This is an optimization exercise on Yosys and OpenROAD, whose aim is small area, a short achievable clock period and few clock cycles, not a production implementation.
Only simulation tests tie the RTL to the original design; equivalence was not proved.
No activity file was given, so power comes from the tool's default toggle rates.

// rv_core
module rv_core (
    input  logic             clk_in,
    input  logic             reset_in,
    output logic             wb_we,
    output logic             wb_stb,
    output logic             wb_cyc,
    output logic [32-1:0] wb_wdata,
    output logic [32-1:0] wb_addr,
    input  logic             wb_ack,
    input  logic [32-1:0] wb_rdata
);
    logic        run_q;       
    logic        mem_q;       
    logic        we_q;
    logic [29:0] addr_q;      
    logic [31:0] wdata_q;
    logic        ld_q;        
    logic [4:0]  ld_rd_q;
    assign wb_stb   = run_q;
    assign wb_cyc   = run_q;
    assign wb_we    = we_q;
    assign wb_addr  = {addr_q, 2'b00};
    assign wb_wdata = wdata_q;
    logic adv;
    assign adv = run_q & wb_ack;
    logic        x_valid;
    logic [29:0] x_pc;
    logic [31:0] x_rs1;
    logic [31:0] x_opb;        
    logic [12:0] x_imm;        
    logic [4:0]  x_rd;
    logic        x_ld1;        
    logic        x_ld2;        
    logic        x_opb_rs2;    
    logic        x_sub;        
    logic        x_sleft;      
    logic        x_sra;        
    logic        x_r_add, x_r_sll, x_r_slt, x_r_sltu, x_r_xor, x_r_sr, x_r_or, x_r_and;
    logic        x_r_link;
    logic        x_beq, x_bne, x_blt, x_bge, x_bltu, x_bgeu;
    logic        x_branch;
    logic        x_jalr;
    logic        x_jal;
    logic        x_use_sum;    
    logic        x_mem;        
    logic        x_store;
    logic        x_ld_wr;      
    logic        x_wr;         
    logic [31:0] regs [1:31];
    logic [32:0] sum33;
    logic [31:0] sum;
    logic        lt_u;
    logic        lt_s;
    logic        eq;
    logic        taken;
    logic [31:0] tgt_base;
    logic [31:0] tgt_off;
    logic [31:0] tgt32;
    logic [29:0] tgt;
    logic [29:0] link;
    logic [31:0] shrev;
    logic [31:0] shin;
    logic [32:0] shx;
    logic [31:0] shr;
    logic [31:0] shl;
    logic [31:0] result;
    logic        redirect;
    logic        ex_go;
    assign sum33 = {1'b0, x_rs1} + {1'b0, x_opb ^ {32{x_sub}}} + {32'd0, x_sub};
    assign sum   = sum33[31:0];
    assign lt_u  = ~sum33[32];
    assign lt_s  = (x_rs1[31] ^ x_opb[31]) ? x_rs1[31] : sum[31];
    assign eq    = (x_rs1 == x_opb);
  ...
For scale: ~1,200 flip-flops, ~60,000 sq um of cells after synthesis.
clock: 10.0 ns
lec_check: 0
abc_clock_period_in_ps: 5000
cap_margin: 20
core_margin: 2
core_utilization: 35
cts_buf_list: sky130_fd_sc_hd__clkbuf_16
cts_cluster_diameter: 100
cts_cluster_size: 20
place_density: 0.5
slew_margin: 20
standard.sh (not shown) runs the stock make flow with config.mk's settings and CLKGATE_MAP_FILE= SYNTH_SCRIPT=/design/flow/synth_recipe.tcl, a recipe that flattens the netlist after the stock synthesis.
==> flow/flow/run.sh <==
#!/bin/bash
# The standard layout (the standard.sh, unchanged synthesis), with the
# setup repair told to aim 6 ns below the 10 ns clock, so that it keeps
# sizing the critical paths past the point where the clock is just met.
set -o pipefail
export SETUP_SLACK_MARGIN=6
bash standard.sh > standard.log 2>&1
Testbench counts at the start, summed over its fixed seeds: cycles 14,862.
Change:
--- a/flow/design.v
+++ b/flow/design.v
@@ -266,15 +266,15 @@
     always_comb begin
         for (int r = 1; r < 32; r++) begin
             rf_sel[r] = rf_we & (rf_wa == 5'(r));
         end
     end
     always_ff @(posedge clk_in) begin
         for (int r = 1; r < 32; r++) begin
-            if (rf_sel[r]) begin
+            if (adv & rf_sel[r]) begin
                 regs[r] <= rf_wd;
             end
         end
     end
     logic accept;      
     assign accept = adv & ~mem_q;
     always_ff @(posedge clk_in) begin
Effect: Die area is higher by 1.4%. Clock skew goes up by 31 ps. Global-route usage went up by 2.7 points. Sequential power is about the same. Non-clock buffer count rose by 122. Sequential cell count stays the same. Synthesized cell count goes up by 2.6%. Combinational power rises by 24%. Wire length rises by 8.9%. Via count rises by 5.3%. Final area climbs by 3.1%. Final cell count increases by 4.7%.
Testbench counts after the change, summed over its fixed seeds: cycles 14,862.

========
rv_core again, from the RTL that the note above started with.
export LEC_CHECK = 0
export ABC_CLOCK_PERIOD_IN_PS = 5000
export CAP_MARGIN = 20
export CORE_MARGIN = 2
export CORE_UTILIZATION = 40
export CTS_BUF_LIST = sky130_fd_sc_hd__clkbuf_16
export CTS_CLUSTER_DIAMETER = 100
export CTS_CLUSTER_SIZE = 20
export PLACE_DENSITY = 0.55
export SLEW_MARGIN = 20
create_clock -name core_clock -period 10.0 [get_ports {clk_in}]
Scripts as last shown in full above: flow/flow/run.sh
Testbench counts at the start, summed over its fixed seeds: cycles 14,862.
Rerun with:
--- a/flow/design.v
+++ b/flow/design.v
@@ -172,34 +172,31 @@
             shrev[i] = x_rs1[31-i];
         end
     end
     assign shin = x_sleft ? shrev : x_rs1;
     assign shx  = $signed({x_sra & x_rs1[31], shin}) >>> x_opb[4:0];
     assign shr  = shx[31:0];
     always_comb begin
         for (int i = 0; i < 32; i++) begin
             shl[i] = shr[31-i];
         end
     end
-    logic ex_sel;
-    assign ex_sel = ~mem_q;
-    assign result = ({32{x_r_add  & ex_sel}} & sum) |
-                    ({32{x_r_sll  & ex_sel}} & shl) |
-                    ({32{x_r_slt  & ex_sel}} & {31'd0, lt_s}) |
-                    ({32{x_r_sltu & ex_sel}} & {31'd0, lt_u}) |
-                    ({32{x_r_xor  & ex_sel}} & (x_rs1 ^ x_opb)) |
-                    ({32{x_r_sr   & ex_sel}} & shr) |
-                    ({32{x_r_or   & ex_sel}} & (x_rs1 | x_opb)) |
-                    ({32{x_r_and  & ex_sel}} & (x_rs1 & x_opb)) |
-                    ({32{x_r_link & ex_sel}} & {link, 2'b00}) |
-                    ({32{mem_q}}             & wb_rdata);
+    assign result = ({32{x_r_add}}  & sum) |
+                    ({32{x_r_sll}}  & shl) |
+                    ({32{x_r_slt}}  & {31'd0, lt_s}) |
+                    ({32{x_r_sltu}} & {31'd0, lt_u}) |
+                    ({32{x_r_xor}}  & (x_rs1 ^ x_opb)) |
+                    ({32{x_r_sr}}   & shr) |
+                    ({32{x_r_or}}   & (x_rs1 | x_opb)) |
+                    ({32{x_r_and}}  & (x_rs1 & x_opb)) |
+                    ({32{x_r_link}} & {link, 2'b00});
     assign ex_go    = adv & ~mem_q & x_valid;
     assign redirect = x_jal | x_jalr | (x_branch & taken);
     logic [31:0] w;
     logic [6:0]  w_opc;
     logic [2:0]  w_f3;
     logic        w_op, w_opimm, w_lui, w_auipc, w_jal, w_jalr, w_branch, w_load, w_store;
     logic        w_alu;
     logic        w_use_rs2;
     logic        w_upper;
     logic [31:0] w_imm;
     logic [4:0]  w_rs1, w_rs2, w_rd;
@@ -245,40 +242,39 @@
             sel1[r] = (w_rs1 == 5'(r));
             sel2[r] = (w_rs2 == 5'(r));
             rd1 = rd1 | (regs[r] & {32{sel1[r]}});
             rd2 = rd2 | (regs[r] & {32{sel2[r]}});
         end
     end
     assign fwd_ok = ex_go & x_wr;
     assign fwd1   = fwd_ok & (w_rs1 == x_rd);
     assign fwd2   = fwd_ok & (w_rs2 == x_rd);
     logic [31:0] w_a;
     logic [31:0] w_b;
-    assign w_a = (mem_q | (~w_upper & fwd1)) ? result :
-                 w_upper ? (w_auipc ? {addr_q, 2'b00} : 32'd0) : rd1;
-    assign w_b = (mem_q | (w_use_rs2 & fwd2)) ? result : w_use_rs2 ? rd2 : w_imm;
+    assign w_a = w_upper ? (w_auipc ? {addr_q, 2'b00} : 32'd0) : (fwd1 ? result : rd1);
+    assign w_b = w_use_rs2 ? (fwd2 ? result : rd2) : w_imm;
     logic        rf_we;
     logic [4:0]  rf_wa;
     logic [31:0] rf_wd;
     logic [31:1] rf_sel;
     assign rf_we = mem_q ? ld_q : (x_valid & x_wr);
     assign rf_wa = mem_q ? ld_rd_q : x_rd;
-    assign rf_wd = result;
+    assign rf_wd = mem_q ? wb_rdata : result;
     always_comb begin
         for (int r = 1; r < 32; r++) begin
             rf_sel[r] = rf_we & (rf_wa == 5'(r));
         end
     end
     always_ff @(posedge clk_in) begin
         for (int r = 1; r < 32; r++) begin
-            if (rf_sel[r]) begin
+            if (adv & rf_sel[r]) begin
                 regs[r] <= rf_wd;
             end
         end
     end
     logic accept;      
     assign accept = adv & ~mem_q;
     always_ff @(posedge clk_in) begin
         if (!reset_in) begin
             run_q   <= 1'b0;
             mem_q   <= 1'b0;
             we_q    <= 1'b0;
@@ -308,22 +304,24 @@
     end
     always_ff @(posedge clk_in) begin
         if (ex_go) begin
             wdata_q <= x_opb;
             ld_q    <= x_ld_wr;
             ld_rd_q <= x_rd;
         end
     end
     always_ff @(posedge clk_in) begin
         if (accept) begin
             x_pc      <= addr_q;
+            x_rs1     <= w_a;
+            x_opb     <= w_b;
             x_imm     <= w_imm[12:0];
             x_rd      <= w_rd;
             x_ld1     <= x_ld_wr & (w_rs1 == x_rd) & ~w_upper;
             x_ld2     <= x_ld_wr & (w_rs2 == x_rd) & w_use_rs2;
             x_opb_rs2 <= w_use_rs2;
             x_sub     <= w_branch | (w_alu & (w_f3[2:1] == 2'b01)) |
                          (w_op & (w_f3 == 3'd0) & w[30]);
             x_sleft   <= (w_f3 == 3'd1);
             x_sra     <= (w_f3 == 3'd5) & w[30];
             x_r_add   <= (w_alu & (w_f3 == 3'd0)) | w_upper;
             x_r_sll   <= w_alu & (w_f3 == 3'd1);
@@ -340,22 +338,21 @@
             x_bge     <= w_branch & (w_f3 == 3'd5);
             x_bltu    <= w_branch & (w_f3 == 3'd6);
             x_bgeu    <= w_branch & (w_f3 == 3'd7);
             x_branch  <= w_branch;
             x_jalr    <= w_jalr;
             x_jal     <= w_jal;
             x_use_sum <= w_jalr | w_load;
             x_mem     <= w_load | w_store;
             x_store   <= w_store;
             x_ld_wr   <= w_load & (w_rd != 5'd0);
             x_wr      <= (w_alu | w_lui | w_auipc | w_jal | w_jalr) & (w_rd != 5'd0);
-        end
-    end
-    always_ff @(posedge clk_in) begin
-        if (accept | (adv & mem_q & ld_q & x_ld1)) begin
-            x_rs1 <= w_a;
-        end
-        if (accept | (adv & mem_q & ld_q & x_ld2)) begin
-            x_opb <= w_b;
+        end else if (adv & mem_q & ld_q) begin
+            if (x_ld1) begin
+                x_rs1 <= wb_rdata;
+            end
+            if (x_ld2) begin
+                x_opb <= wb_rdata;
+            end
         end
     end
 endmodule
After rerunning: The changed run finished with timing, DRC and antenna clean. Routed wire length came out higher by 6.2%. Worst hold slack gets better by 33 ps. Sequential cell count stays the same. Cell area drops by 0.79%. Synthesized cell count rises by 10%. Power climbs by 1.3%.
Testbench counts after the change, summed over its fixed seeds: cycles 14,862.

-- afterwards: timing with drivers on the ports --
In the flow no input, the clock included, has a driving cell. The finished layouts below were timed again as built, in two steps. Step 1, drivers: a clkbuf_16 drives clk_in and a buf_2 each remaining input, both assumed. Step 2 adds t to the input delays and takes it off the output delays; t is the mean of the earliest and latest rising clock arrival at the registers after step 1. Input paths then give back, and output paths get back, about the clock's delay inside the block. a / b / c = ideal / step 1 / step 2; a / b = the first two.
run | shift t [ns] | setup WS [ns] | hold slack, ns
the first run of note 1 | 0.808 | 5.712 / 5.712 / 5.011 | 0.491 / 0.491 / 0.491
the second run of note 1 | 0.825 | 5.899 / 5.875 / 5.143 | 0.491 / 0.491 / 0.491
the first run of note 2 | 0.788 | 5.678 / 5.678 / 5.136 | 0.494 / 0.494 / 0.494
the second run of note 2 | 0.804 | 5.856 / 5.873 / 5.069 | 0.527 / 0.527 / 0.527
After both steps every run listed still meets setup and hold. For the second run of note 2, which loses most, drivers alone change the setup slack by +0.017 ns; drivers and shift together by -0.787 ns.
